This design comes from an exercise in tuning for small area, a short achievable clock period and few clock cycles on the open sky130 flow, not from production work. Where RTL was checked, it was by simulation tests only, not by an equivalence proof against the original. Power is estimated from default activity; no workload was simulated.

Setup of v11:
Design fifo_icache_fetch_decode, start of the top module:
module fifo_icache_fetch_decode
(
   input  wire logic        clock,
   input  wire logic        reset,
   input  wire logic        start,
   output logic             busy,
   input  wire logic        req_opcode,
   input  wire logic [31:0] req_fetch_address,
   input  wire logic [31:0] req_memory_word,
   output logic             rsp_valid,
   output logic             rsp_hit,
   output logic [31:0]      rsp_instruction,
   output logic [5:0]       rsp_major_op,
   output logic             rsp_imm_flag,
   output logic             rsp_branch_mode,
   output logic [3:0]       rsp_reg_a,
   output logic [3:0]       rsp_reg_b,
   output logic [3:0]       rsp_reg_c,
   output logic [15:0]      rsp_immediate
);
Size in the first run: ~2500 cells after synthesis.
Settings: LEC_CHECK=0, CAP_MARGIN=20, CORE_MARGIN=2, CORE_UTILIZATION=65, CTS_CLUSTER_DIAMETER=80, CTS_CLUSTER_SIZE=32, SETUP_SLACK_MARGIN=2.8, SLEW_MARGIN=20; clock period 5.0 ns.
run.sh (not shown) runs the stock make flow with config.mk's settings and CLKGATE_MAP_FILE= SYNTH_SCRIPT=/design/flow/synth_recipe.tcl, a recipe that flattens the netlist after the stock synthesis.
The final layout from v11, which completed every stage, passed the timing, design-rule and antenna checks at the end of the flow.
Testbench counts of v11, summed over its fixed seeds: cycles 12,016.
What v16 does differently from v11 at the input level:
diff --git a/flow/config.mk b/flow/config.mk
--- a/flow/config.mk
+++ b/flow/config.mk
@@ -9,5 +9,3 @@
 export CORE_MARGIN = 2
-export CORE_UTILIZATION = 65
-export CTS_CLUSTER_DIAMETER = 80
-export CTS_CLUSTER_SIZE = 32
+export CORE_UTILIZATION = 80
 export SETUP_SLACK_MARGIN = 2.8
### Flow results
Ran to the end and failed final checks on slew limit: v16.
Measured against v16, the total power of v11 comes out at 0.807 times the reference value.
Re routed wire length: v16 is 36000 um up on v11.
| number of filler cells placed in the layout | lower: v16 |
Summary: post-layout worst setup margin, v16 worse than v11
Static leakage: v16 worse than v11
Of the two values seen for launch point of the critical path, out_word[23]$_DFF_P_ was produced by v11 and s1_sel[0]$_DFF_P_ by v16.
Diff v11 -> v16: share of power burned in combinational logic went down; final clock period utilization by the worst path has increased; die area lower.
Count of maximum capacitance violations sits higher in v16 than in v11.
[inputs] v42 vs v16
diff --git a/flow/config.mk b/flow/config.mk
--- a/flow/config.mk
+++ b/flow/config.mk
@@ -9,3 +9,3 @@
 export CORE_MARGIN = 2
-export CORE_UTILIZATION = 80
+export CORE_UTILIZATION = 65
 export SETUP_SLACK_MARGIN = 2.8
Notes after the runs:
v42 did not stop at any stage, and its layout met the timing, design-rule and antenna checks.
Changes observed in v42 relative to v16: total area of sequential cells about even, met2 wire length now sits lower, detail-routed via count per cell moved down.
Delta (v42 minus v16): share of total power in combinational logic dropped 0.9 points, count of pins over their slew limit dropped 5, die area has increased.
Number of rows in the core area: v42 vs v16 up about 11%
| number of vias in the routed layout | v42 vs v16 | 14% lower |
Edits applied to the flow inputs when going from v42 to v35:
diff --git a/flow/config.mk b/flow/config.mk
--- a/flow/config.mk
+++ b/flow/config.mk
@@ -10,3 +10,5 @@
 export CORE_UTILIZATION = 65
-export SETUP_SLACK_MARGIN = 2.8
+export CTS_CLUSTER_DIAMETER = 60
+export CTS_CLUSTER_SIZE = 24
+export SETUP_SLACK_MARGIN = 2.9
 export SLEW_MARGIN = 20
[summary]
H-tree level count for v35: 1 down relative to v42. Share of power burned in combinational logic ends up higher on v35. Count of clock-net buffers in the final layout: v35 and v42 compared, lower one is v35. For v42, the top routing layer in use was met5, unlike v35, where it was met4. Fraction of the cycle the final worst path needs: v35 and v42 compared, higher one is v35. The more densely filled core belongs to v42, not v35. v42 → v35: multi-input gate count flat; time the final worst path needs with I/O delays and setup up 0.082 ns; total power down 12%; via count of the first global-routing pass down 349.


Setup of lane 1:
fifo_icache_fetch_decode again, from the RTL that the note above started with.
Settings: LEC_CHECK=0, CAP_MARGIN=20, CORE_MARGIN=2, CORE_UTILIZATION=65, SETUP_SLACK_MARGIN=3.0, SLEW_MARGIN=20; clock period 5.0 ns.
Lane 1 finished every step from synthesis to the final layout, and the layout passed the timing, design-rule and antenna checks.
Testbench counts of lane 1, summed over its fixed seeds: cycles 12,016.
### lane 1 -> lane 2
- CTS_BUF_LIST: unset -> sky130_fd_sc_hd__clkbuf_8
- CORE_UTILIZATION: 65 -> 40
- CTS_CLUSTER_SIZE: unset -> 16
- SETUP_SLACK_MARGIN: 3.0 -> 2.7
- CTS_CLUSTER_DIAMETER: unset -> 40
Findings:
- Going from lane 1 to lane 2, net count reported at finish shrank slightly.
- Lane 2 gives less aggregate global-route resource usage than lane 1 did.
- Total via count in the routed design (higher): lane 1
- Of the two values seen for last element of the critical path, out_word[11]$_DFF_P_ was produced by lane 1 and rsp_instruction[24] by lane 2.
- Lane 2 against lane 1: synthesis-to-finish area growth decreased by 3.3 points relative to the old numbers, shortest clock period the worst path allows after layout lost 37 ps, critical path depth went down.
- On lane 2: first-pass iteration count of the detailed router is 1 lower than what lane 1 gave.
Modified inputs, lane 3 compared to lane 2
- a change of CTS_BUF_LIST from sky130_fd_sc_hd__clkbuf_8 to sky130_fd_sc_hd__clkbuf_8 sky130_fd_sc_hd__clkbuf_16
- a change of SETUP_SLACK_MARGIN from 2.7 to 2.8
- a deleted CTS_CLUSTER_DIAMETER that had been 40
- a change of CORE_UTILIZATION from 40 to 65
- a deleted CTS_CLUSTER_SIZE that had been 16
### Flow results
From lane 2 to lane 3 the numbers moved as follows: area fraction of clock buffers and clock inverters increased by 0.51 points relative to the old numbers; share of the clock period used by the worst path after layout lower.
[compare] base=lane 2 new=lane 3: number of global-route vias before repair shrank by 129; detailed-route wire length higher; setup slack increased 180 ps; cell area about even.
In the reports for lane 2 and lane 3, the larger largest fanout of any net on the critical path belongs to lane 3.
Data required time of the critical path for lane 3: 1550 ps up relative to lane 2
Lower overall via count from detail_route among lane 2 and lane 3: lane 2
STATUS largest voltage drop on the vdd net: lane 3 loses against lane 2
Status: area overhead of the layout relative to synthesis parity (lane 2, lane 3)


Starting RTL as in the previous note.
Settings: LEC_CHECK=0, CAP_MARGIN=20, CORE_MARGIN=2, CORE_UTILIZATION=65, CTS_CLUSTER_DIAMETER=60, CTS_CLUSTER_SIZE=32, SETUP_SLACK_MARGIN=2.85, SLEW_MARGIN=20; clock period 5.0 ns.
The baseline went through all stages and came out clean.
Testbench counts at the start, summed over its fixed seeds: cycles 12,016.
Next try:
Settings changed: CORE_UTILIZATION 65 to 70, CTS_CLUSTER_DIAMETER 60 to unset, CTS_CLUSTER_SIZE 32 to unset, SETUP_SLACK_MARGIN 2.85 to 2.8.
After rerunning: The changed run passed the timing, design-rule and antenna checks; count of clock-buffer cells in the layout goes up by 98; non-clock buffer count fell by 32; design area climbs by 1.1%; sequential share of layout area falls by 0.81 points; critical path depth increases by 3; utilization climbs by 6.3 points; first-iteration DRC count goes up by 14%; die area decreases by 7.0%.


== build 51 ==
fifo_icache_fetch_decode again, from the RTL that the note above started with.
clock: 5.0 ns
lec_check: 0
cap_margin: 20
core_margin: 2
core_utilization: 55
place_density: 0.75
setup_slack_margin: 2.8
slew_margin: 20
Per the final summary, build 51 finished and its layout is clean on timing, DRC and antenna.
Testbench counts of build 51, summed over its fixed seeds: cycles 12,016.
The inputs of build 84 differ from those of build 51 as listed below.
# build 51
export LEC_CHECK = 0
export CAP_MARGIN = 20
export CORE_MARGIN = 2
export CORE_UTILIZATION = 55
export PLACE_DENSITY = 0.75
export SETUP_SLACK_MARGIN = 2.8
export SLEW_MARGIN = 20
create_clock -name core_clock -period 5.0 [get_ports {clock}]
# build 84
export LEC_CHECK = 0
export CAP_MARGIN = 20
export CORE_MARGIN = 2
export CORE_UTILIZATION = 40
export SETUP_SLACK_MARGIN = 2.7
export SLEW_MARGIN = 20
create_clock -name core_clock -period 5.0 [get_ports {clock}]
Build 51 finished end to end and its layout was clean on timing, DRC and antenna.
Build 84: all stages complete, timing, DRC and antenna checks passed
Side by side, first-iteration DRC count turned out lower in build 84 than in build 51.
The run with more setup slack is build 84; build 51 has less.
Compared with build 51, in build 84 count of clock buffers in the final design neither gained nor lost much; routed wire length per instance shrank by about 9%.
According to the power report, total power for build 84 is higher than for build 51.
Delta(number of cells on the worst reg-to-reg path, build 84 - build 51) < 0
The inputs of build 57 differ from those of build 84 as listed below.
# build 84
export LEC_CHECK = 0
export CAP_MARGIN = 20
export CORE_MARGIN = 2
export CORE_UTILIZATION = 40
export SETUP_SLACK_MARGIN = 2.7
export SLEW_MARGIN = 20
create_clock -name core_clock -period 5.0 [get_ports {clock}]
# build 57
export LEC_CHECK = 0
export CAP_MARGIN = 0
export CORE_MARGIN = 2
export CORE_UTILIZATION = 65
export SETUP_SLACK_MARGIN = 2.8
export SLEW_MARGIN = 0
create_clock -name core_clock -period 5.0 [get_ports {clock}]
==> comparison <==
[compare] base=build 84 new=build 57: iteration count of the initial detailed-routing pass -1, cell count dropped 511, wire length increased by 0.94% relative to the old numbers.
Delta (build 57 minus build 84): global-route usage saw an increase; share of final layout cell area taken by non-clock buffers saw an increase.


fifo_icache_fetch_decode, a different RTL version from the one above (not shown whole).
For scale: about 1200 flip-flops, roughly 140 I/O pins, roughly 0.044 mm² of cells after synthesis.
make LEC_CHECK=0 CAP_MARGIN=20 CORE_MARGIN=2 CORE_UTILIZATION=40 SETUP_SLACK_MARGIN=3.0 SLEW_MARGIN=20 finish   # period 5.0 ns
The first run ran to the end with no violations.
Rerun with:
SETUP_SLACK_MARGIN = 2.6   (was 3.0)
Result: Area after synthesis stays the same; clock-buffer cell count rises by 14; setup slack is worse by 0.077 ns; cell area falls by 5.5%; clock power falls by about 4%; power falls by 2.5%.
Rerun with:
SETUP_SLACK_MARGIN = not set   (was 2.6)
The new run finished clean.
Design area fell slightly.
Die area does not change.
Sequential share of layout area grows by 0.59 points.
Combinational power shrinks by a few percent.
Total power rises slightly.
Clock power rose by a few percent.
Routed wire length falls by a few percent.
Fmax drops by a quarter to a third.
Worst setup slack is worse by 0.89 ns.
Global-route usage came out lower by 0.31 points.
Utilization shrinks by 0.57 points.
No run of this note included a check of the RTL's function; only the layout flow was run.

==> what the ideal ports hide <==
The flow's constraints put no driver on any port. The routed layouts listed below were extracted and timed again, unchanged, in two steps.
Step 1 (the two cells are an assumption about what drives the block):
set clk [get_ports {clock}]
set_driving_cell -lib_cell sky130_fd_sc_hd__clkbuf_16 $clk
set_driving_cell -lib_cell sky130_fd_sc_hd__buf_2 [delete_from_list [all_inputs] $clk]
Step 2, shift: input delay + t, output delay - t, t = (earliest + latest rising clock arrival at the registers) / 2. This alone moves slack from input paths to output paths.
Three values: ideal, step 1, step 2; two values: the first two.
run | shift t [ns] | setup slack, ns | hold WS [ns] | clock arrival spread, ns | worst register clock-pin slew, ns
v11 | 0.683 | 2.762 / 2.697 / 2.100 | 0.413 / 0.413 / 0.413 | 0.045 / 0.045 | 0.12 / 0.12
v16 | 0.762 | 1.461 / 1.461 / 1.461 | 0.495 / 0.495 / 0.495 | 0.070 / 0.070 | 0.10 / 0.10
v42 | 0.716 | 2.818 / 2.755 / 2.117 | 0.432 / 0.432 / 0.432 | 0.043 / 0.043 | 0.07 / 0.07
v35 | 0.712 | 2.737 / 2.700 / 2.228 | 0.438 / 0.438 / 0.438 | 0.026 / 0.026 | 0.10 / 0.10
lane 1 | 0.718 | 2.602 / 2.602 / 2.332 | 0.428 / 0.428 / 0.428 | 0.040 / 0.039 | 0.07 / 0.07
lane 2 | 0.895 | 2.639 / 2.573 / 1.863 | 0.434 / 0.434 / 0.434 | 0.060 / 0.059 | 0.10 / 0.10
lane 3 | 0.720 | 2.816 / 2.756 / 2.114 | 0.431 / 0.431 / 0.431 | 0.038 / 0.039 | 0.07 / 0.07
the first run of note 3 | 0.704 | 2.749 / 2.681 / 2.214 | 0.426 / 0.426 / 0.426 | 0.044 / 0.044 | 0.12 / 0.12
the second run of note 3 | 0.726 | 2.718 / 2.718 / 2.097 | 0.460 / 0.460 / 0.460 | 0.026 / 0.026 | 0.07 / 0.07
build 51 | 0.751 | 2.597 / 2.597 / 2.127 | 0.437 / 0.437 / 0.437 | 0.060 / 0.060 | 0.07 / 0.07
build 84 | 0.752 | 2.712 / 2.676 / 2.003 | 0.435 / 0.435 / 0.435 | 0.028 / 0.027 | 0.07 / 0.07
build 57 | 0.716 | 2.804 / 2.762 / 2.103 | 0.433 / 0.433 / 0.433 | 0.031 / 0.031 | 0.07 / 0.07
the first run of note 5 | 0.764 | 2.725 / 2.655 / 2.814 | 0.443 / 0.443 / 0.443 | 0.035 / 0.035 | 0.07 / 0.07
the second run of note 5 | 0.752 | 2.649 / 2.582 / 2.662 | 0.446 / 0.446 / 0.446 | 0.027 / 0.027 | 0.06 / 0.06
the third run of note 5 | 0.768 | 1.758 / 1.758 / 1.758 | 0.444 / 0.444 / 0.444 | 0.031 / 0.030 | 0.07 / 0.07
The setup slack of lane 2, which loses most, moves by -0.066 ns with the drivers and by -0.776 ns with both steps.
